Source: an optimization exercise on an open RTL-to-GDS flow (aim: small area, a short achievable clock period and few clock cycles per item). Production flows keep margins and buffers that such runs may drop.
RTL that was checked went through simulation tests only; none was proved equivalent to the original.
Power and IR drop assume default switching activity.

make LEC_CHECK=0 ABC_CLOCK_PERIOD_IN_PS=2000 CAP_MARGIN=20 CORE_MARGIN=2 CORE_UTILIZATION=40 CTS_BUF_LIST='sky130_fd_sc_hd__clkbuf_4 sky130_fd_sc_hd__clkbuf_8' CTS_CLUSTER_DIAMETER=60 CTS_CLUSTER_SIZE=40 SETUP_SLACK_MARGIN=5 SLEW_MARGIN=20 finish   # period 8.0 ns
run.sh (not shown) runs the stock make flow with config.mk's settings and CLKGATE_MAP_FILE= SYNTH_SCRIPT=/design/flow/synth_recipe.tcl, a recipe that flattens the netlist after the stock synthesis.
Edit:
--- a/flow/design.v
+++ b/flow/design.v
@@ -41,22 +41,39 @@
             4'd13:   glyph = 7'h79;
             4'd14:   glyph = 7'h3E;
             default: glyph = 7'h1E;
         endcase
     endfunction
     function automatic logic [SEG_W-1:0] refresh_seg(input logic t, input logic [VAL_W-1:0] v);
-        logic [15:0] x;
-        logic [3:0]  tens;
-        x = {9'd0, v};
-        for (int i = 0; i < 7; i++) begin
-            if (x[10:7] >= 4'd5)  x[10:7]  = x[10:7] + 4'd3;
-            if (x[14:11] >= 4'd5) x[14:11] = x[14:11] + 4'd3;
-            x = x << 1;
-        end
-        tens = x[15] ? x[14:11] + 4'd10 : x[14:11];
-        refresh_seg = {t, glyph(t ? tens : x[10:7])};
+        logic [3:0] q;
+        logic [2:0] r, u;
+        logic       ge;
+        logic [3:0] tens, ones;
+        case (v[6:3])
+            4'd0:    begin q = 4'd0;  r = 3'd0; end
+            4'd1:    begin q = 4'd0;  r = 3'd4; end
+            4'd2:    begin q = 4'd1;  r = 3'd3; end
+            4'd3:    begin q = 4'd2;  r = 3'd2; end
+            4'd4:    begin q = 4'd3;  r = 3'd1; end
+            4'd5:    begin q = 4'd4;  r = 3'd0; end
+            4'd6:    begin q = 4'd4;  r = 3'd4; end
+            4'd7:    begin q = 4'd5;  r = 3'd3; end
+            4'd8:    begin q = 4'd6;  r = 3'd2; end
+            4'd9:    begin q = 4'd7;  r = 3'd1; end
+            4'd10:   begin q = 4'd8;  r = 3'd0; end
+            4'd11:   begin q = 4'd8;  r = 3'd4; end
+            4'd12:   begin q = 4'd9;  r = 3'd3; end
+            4'd13:   begin q = 4'd10; r = 3'd2; end
+            4'd14:   begin q = 4'd11; r = 3'd1; end
+            default: begin q = 4'd12; r = 3'd0; end
+        endcase
+        u    = r + {1'b0, v[2:1]};
+        ge   = (u >= 3'd5);
+        tens = q + {3'd0, ge};
+        ones = {ge ? u - 3'd5 : u, v[0]};
+        refresh_seg = {t, glyph(t ? tens : ones)};
     endfunction
 endpackage
 `default_nettype wire
 `default_nettype none
 import vdc_pkg::*;
 module vdc_cfg (
Outcome:
- global-route usage increases by 1.6 points
- clock power increases by about 2%
- critical path depth decreases by 14
- area after synthesis hardly moves
- setup slack improves by 1.4 ns
- clock-buffer cell count decreases by 1
- non-clock buffer count increases by 7
- total power increases by about 10%
- die area is about the same
- final cell count hardly moves
- hold slack degrades by 0.0095 ns
- cell area increases by 1.3%
- via count increases by about 3%
- combinational power increases by 29%
No functional check of the RTL was part of any run of this note.


Another version of the RTL of voltmeter_display_controller_core (not shown whole).
For scale: about 1200 cells after synthesis, ~170 flip-flops, ~81 I/O pins, roughly 9900 um^2 of cells after synthesis.
clock: 8.0 ns
lec_check: 0
abc_clock_period_in_ps: 2000
cap_margin: 20
core_margin: 2
core_utilization: 40
cts_buf_list: sky130_fd_sc_hd__clkbuf_4 sky130_fd_sc_hd__clkbuf_8
cts_cluster_diameter: 60
cts_cluster_size: 40
setup_slack_margin: 5
slew_margin: 20
The first run completed with no timing, DRC or antenna violations.
Next try:
--- a/flow/design.v
+++ b/flow/design.v
@@ -374,20 +374,21 @@
 import vdc_pkg::*;
 module vdc_out (
     input  wire logic                 i_clk,
     input  wire logic                 i_rst_n,
     input  wire logic                 i_load,
     input  wire logic [FUNC_W-1:0]    i_op,
     input  wire logic [OPD_W-1:0]     i_opd,
     input  wire logic                 i_period_we,   
     input  wire logic [PERIOD_W-1:0]  i_period,
     output      logic                 o_busy,
+    output      logic                 o_rotate,   
     output      logic [SEG_W-1:0]     o_seg,
     output      logic [DUTY_W-1:0]    o_duty,
     output      logic [VAL_W-1:0]     o_value,
     output      logic [PERIOD_W-1:0]  o_compare
 );
     logic [VAL_W-1:0]  r_value;
     logic              r_toggle;
     logic [DUTY_W-1:0] r_duty;
     logic [SEG_W-1:0]  r_seg;      
     logic [PERIOD_W:0] r_q;
@@ -435,53 +436,70 @@
                     end
                     default: ;
                 endcase
                 default: ;
             endcase
         end
     end
     logic [8:0] w_t;
     logic [1:0] w_k;
     logic [8:0] w_rem;
-    assign o_busy = !r_q[PERIOD_W];
-    assign w_t    = {1'b0, r_rem, 1'b0} + (i_period[PERIOD_W-1] ? {2'b00, r_duty} : 9'd0);
+    logic [1:0] r_kq;
+    logic       w_step;
+    assign o_busy   = !r_q[PERIOD_W];
+    assign w_step   = o_busy && !r_q[PERIOD_W-1];
+    assign o_rotate = w_step;
+    assign w_t      = {1'b0, r_rem, 1'b0} + (i_period[PERIOD_W-1] ? {2'b00, r_duty} : 9'd0);
     always_comb begin
         if (w_t >= 9'd200) begin
             w_k   = 2'd2;
             w_rem = w_t - 9'd200;
         end else if (w_t >= 9'd100) begin
             w_k   = 2'd1;
             w_rem = w_t - 9'd100;
         end else begin
             w_k   = 2'd0;
             w_rem = w_t;
         end
     end
     always_ff @(posedge i_clk) begin
         if (!i_rst_n) begin
             r_q <= {1'b1, {PERIOD_W{1'b0}}};
         end else if (w_start) begin
-            r_q <= {{PERIOD_W{1'b0}}, 1'b1};
+            r_q <= '0;
         end else if (w_set0) begin
             r_q <= {1'b1, {PERIOD_W{1'b0}}};
         end else if (w_setp) begin
             r_q <= {1'b1, i_period};
         end else if (o_busy) begin
-            r_q <= (w_k == 2'd2) ? {r_qp, 1'b0} : {r_q[PERIOD_W-1:0], w_k[0]};
+            case (r_kq)
+                2'd3:    r_q <= 17'd1;
+                2'd2:    r_q <= {r_qp, 1'b0};
+                default: r_q <= {r_q[PERIOD_W-1:0], r_kq[0]};
+            endcase
+        end
+    end
+    always_ff @(posedge i_clk) begin
+        if (o_busy) begin
+            case (r_kq)
+                2'd3:    r_qp <= 16'd2;
+                2'd0:    r_qp <= {r_q[PERIOD_W-2:0], 1'b1};
+                default: r_qp <= {r_qp[PERIOD_W-2:0], r_kq[1]};
+            endcase
         end
     end
     always_ff @(posedge i_clk) begin
         if (w_start) begin
-            r_qp  <= 16'd2;
+            r_kq  <= 2'd3;
             r_rem <= '0;
-        end else if (o_busy) begin
-            r_qp  <= (w_k == 2'd0) ? {r_q[PERIOD_W-2:0], 1'b1} : {r_qp[PERIOD_W-2:0], w_k[1]};
+        end else if (w_step) begin
+            r_kq  <= w_k;
             r_rem <= w_rem[6:0];
         end
     end
     assign o_seg     = r_seg;
     assign o_duty    = r_duty;
     assign o_value   = r_value;
     assign o_compare = r_q[PERIOD_W-1:0];
 endmodule
 `default_nettype wire
 `default_nettype none
@@ -500,21 +518,21 @@
     output      logic                           o_out_valid,
     input  wire logic                           i_out_ready,
     output      logic [vdc_pkg::SEG_W-1:0]      o_out_segments,
     output      logic                           o_out_digit_high,
     output      logic [vdc_pkg::DUTY_W-1:0]     o_out_duty_percent,
     output      logic [vdc_pkg::PERIOD_W-1:0]   o_out_compare_count,
     output      logic [vdc_pkg::VAL_W-1:0]      o_out_shown_value
 );
     logic [PERIOD_W-1:0]  w_period;
     logic [4*DUTY_W-1:0]  w_levels;
-    logic                 w_busy;
+    logic                 w_busy, w_rotate;
     logic                 r_m_valid, r_k_valid, r_p_valid, r_s_pend;
     logic                 w_take, w_adv1, w_adv2;
     assign o_out_valid = r_s_pend && !w_busy;
     assign w_adv2      = r_p_valid && !w_busy && (!r_s_pend || i_out_ready);
     assign w_adv1      = r_m_valid && (!r_p_valid || w_adv2);
     assign o_in_ready  = !r_k_valid;
     assign w_take      = i_in_valid && !r_k_valid;
     always_ff @(posedge i_clk) begin
         if (!i_rst_n) begin
             r_m_valid <= 1'b0;
@@ -556,21 +574,21 @@
         end
     end
     logic w_period_we;
     assign w_period_we = i_cfg_we && (i_cfg_idx == 3'd0);
     vdc_cfg u_cfg (
         .i_clk      (i_clk),
         .i_rst_n    (i_rst_n),
         .i_cfg_we   (i_cfg_we),
         .i_cfg_idx  (i_cfg_idx),
         .i_cfg_data (i_cfg_data),
-        .i_rotate   (w_busy),
+        .i_rotate   (w_rotate),
         .o_period   (w_period),
         .o_levels   (w_levels)
     );
     logic [FUNC_W-1:0]   w_op;
     logic [OPD_W-1:0]    w_opd;
     logic [SEG_W-1:0]    w_seg;
     logic [DUTY_W-1:0]   w_duty;
     logic [VAL_W-1:0]    w_value;
     logic [PERIOD_W-1:0] w_compare;
     vdc_state u_state (
@@ -584,20 +602,21 @@
     );
     vdc_out u_out (
         .i_clk       (i_clk),
         .i_rst_n     (i_rst_n),
         .i_load      (w_adv2),
         .i_op        (w_op),
         .i_opd       (w_opd),
         .i_period_we (w_period_we),
         .i_period    (w_period),
         .o_busy      (w_busy),
+        .o_rotate    (w_rotate),
         .o_seg       (w_seg),
         .o_duty      (w_duty),
         .o_value     (w_value),
         .o_compare   (w_compare)
     );
     assign o_out_segments      = w_seg;
     assign o_out_digit_high    = w_seg[SEG_W-1];
     assign o_out_duty_percent  = w_duty;
     assign o_out_compare_count = w_compare;
     assign o_out_shown_value   = w_value;
After rerunning:
- The new run completed with no timing, DRC or antenna violations
- critical path depth falls by 13
- routed wire length rises by about 1.1%
- first-iteration DRC count rises by 1.8%
- worst hold slack gains 13 ps
- global-route usage rises by 0.11 points
- synthesized cell count rises by about 2.6%
- cell count rises by about 0.8%
Testbench counts after the change, summed over its fixed seeds: cycles 17,484, items 16,046.
For the first run of this note, only the layout was checked, not whether the RTL still works.

## what the ideal ports hide
Ports are ideal in the flow. The routed layouts listed here were re-timed in OpenROAD. Step 1 sets driving cells, clkbuf_16 on the clock port and buf_2 on the other inputs (assumed; they add their load-dependent delay and slew). Step 2 adds t to the input delays and takes it off the output delays; t is the mean of the earliest and latest rising clock arrival at the registers after step 1. Input paths then give back, and output paths get back, about the clock's delay inside the block. Slacks: no drivers / after step 1 / after step 2; pairs: no drivers / after step 1.
| run | t, ns | setup slack, ns | latest minus earliest clock arrival (ns) | worst data-port slew with drivers (ns) |
|---|---|---|---|---|
| the first run of note 1 | 0.506 | 3.438 / 3.438 / 3.438 | 0.012 / 0.012 | 0.04 |
| the second run of note 1 | 0.502 | 4.817 / 4.822 / 4.328 | 0.019 / 0.019 | 0.04 |
| the first run of note 2 | 0.487 | 4.974 / 4.974 / 4.622 | 0.014 / 0.014 | 0.05 |
| the second run of note 2 | 0.493 | 5.078 / 5.039 / 4.642 | 0.015 / 0.015 | 0.05 |
After both steps setup and hold are still met in every run listed. The setup slack of the second run of note 1, which loses most, moves by +0.005 ns with the drivers and by -0.489 ns with both steps.
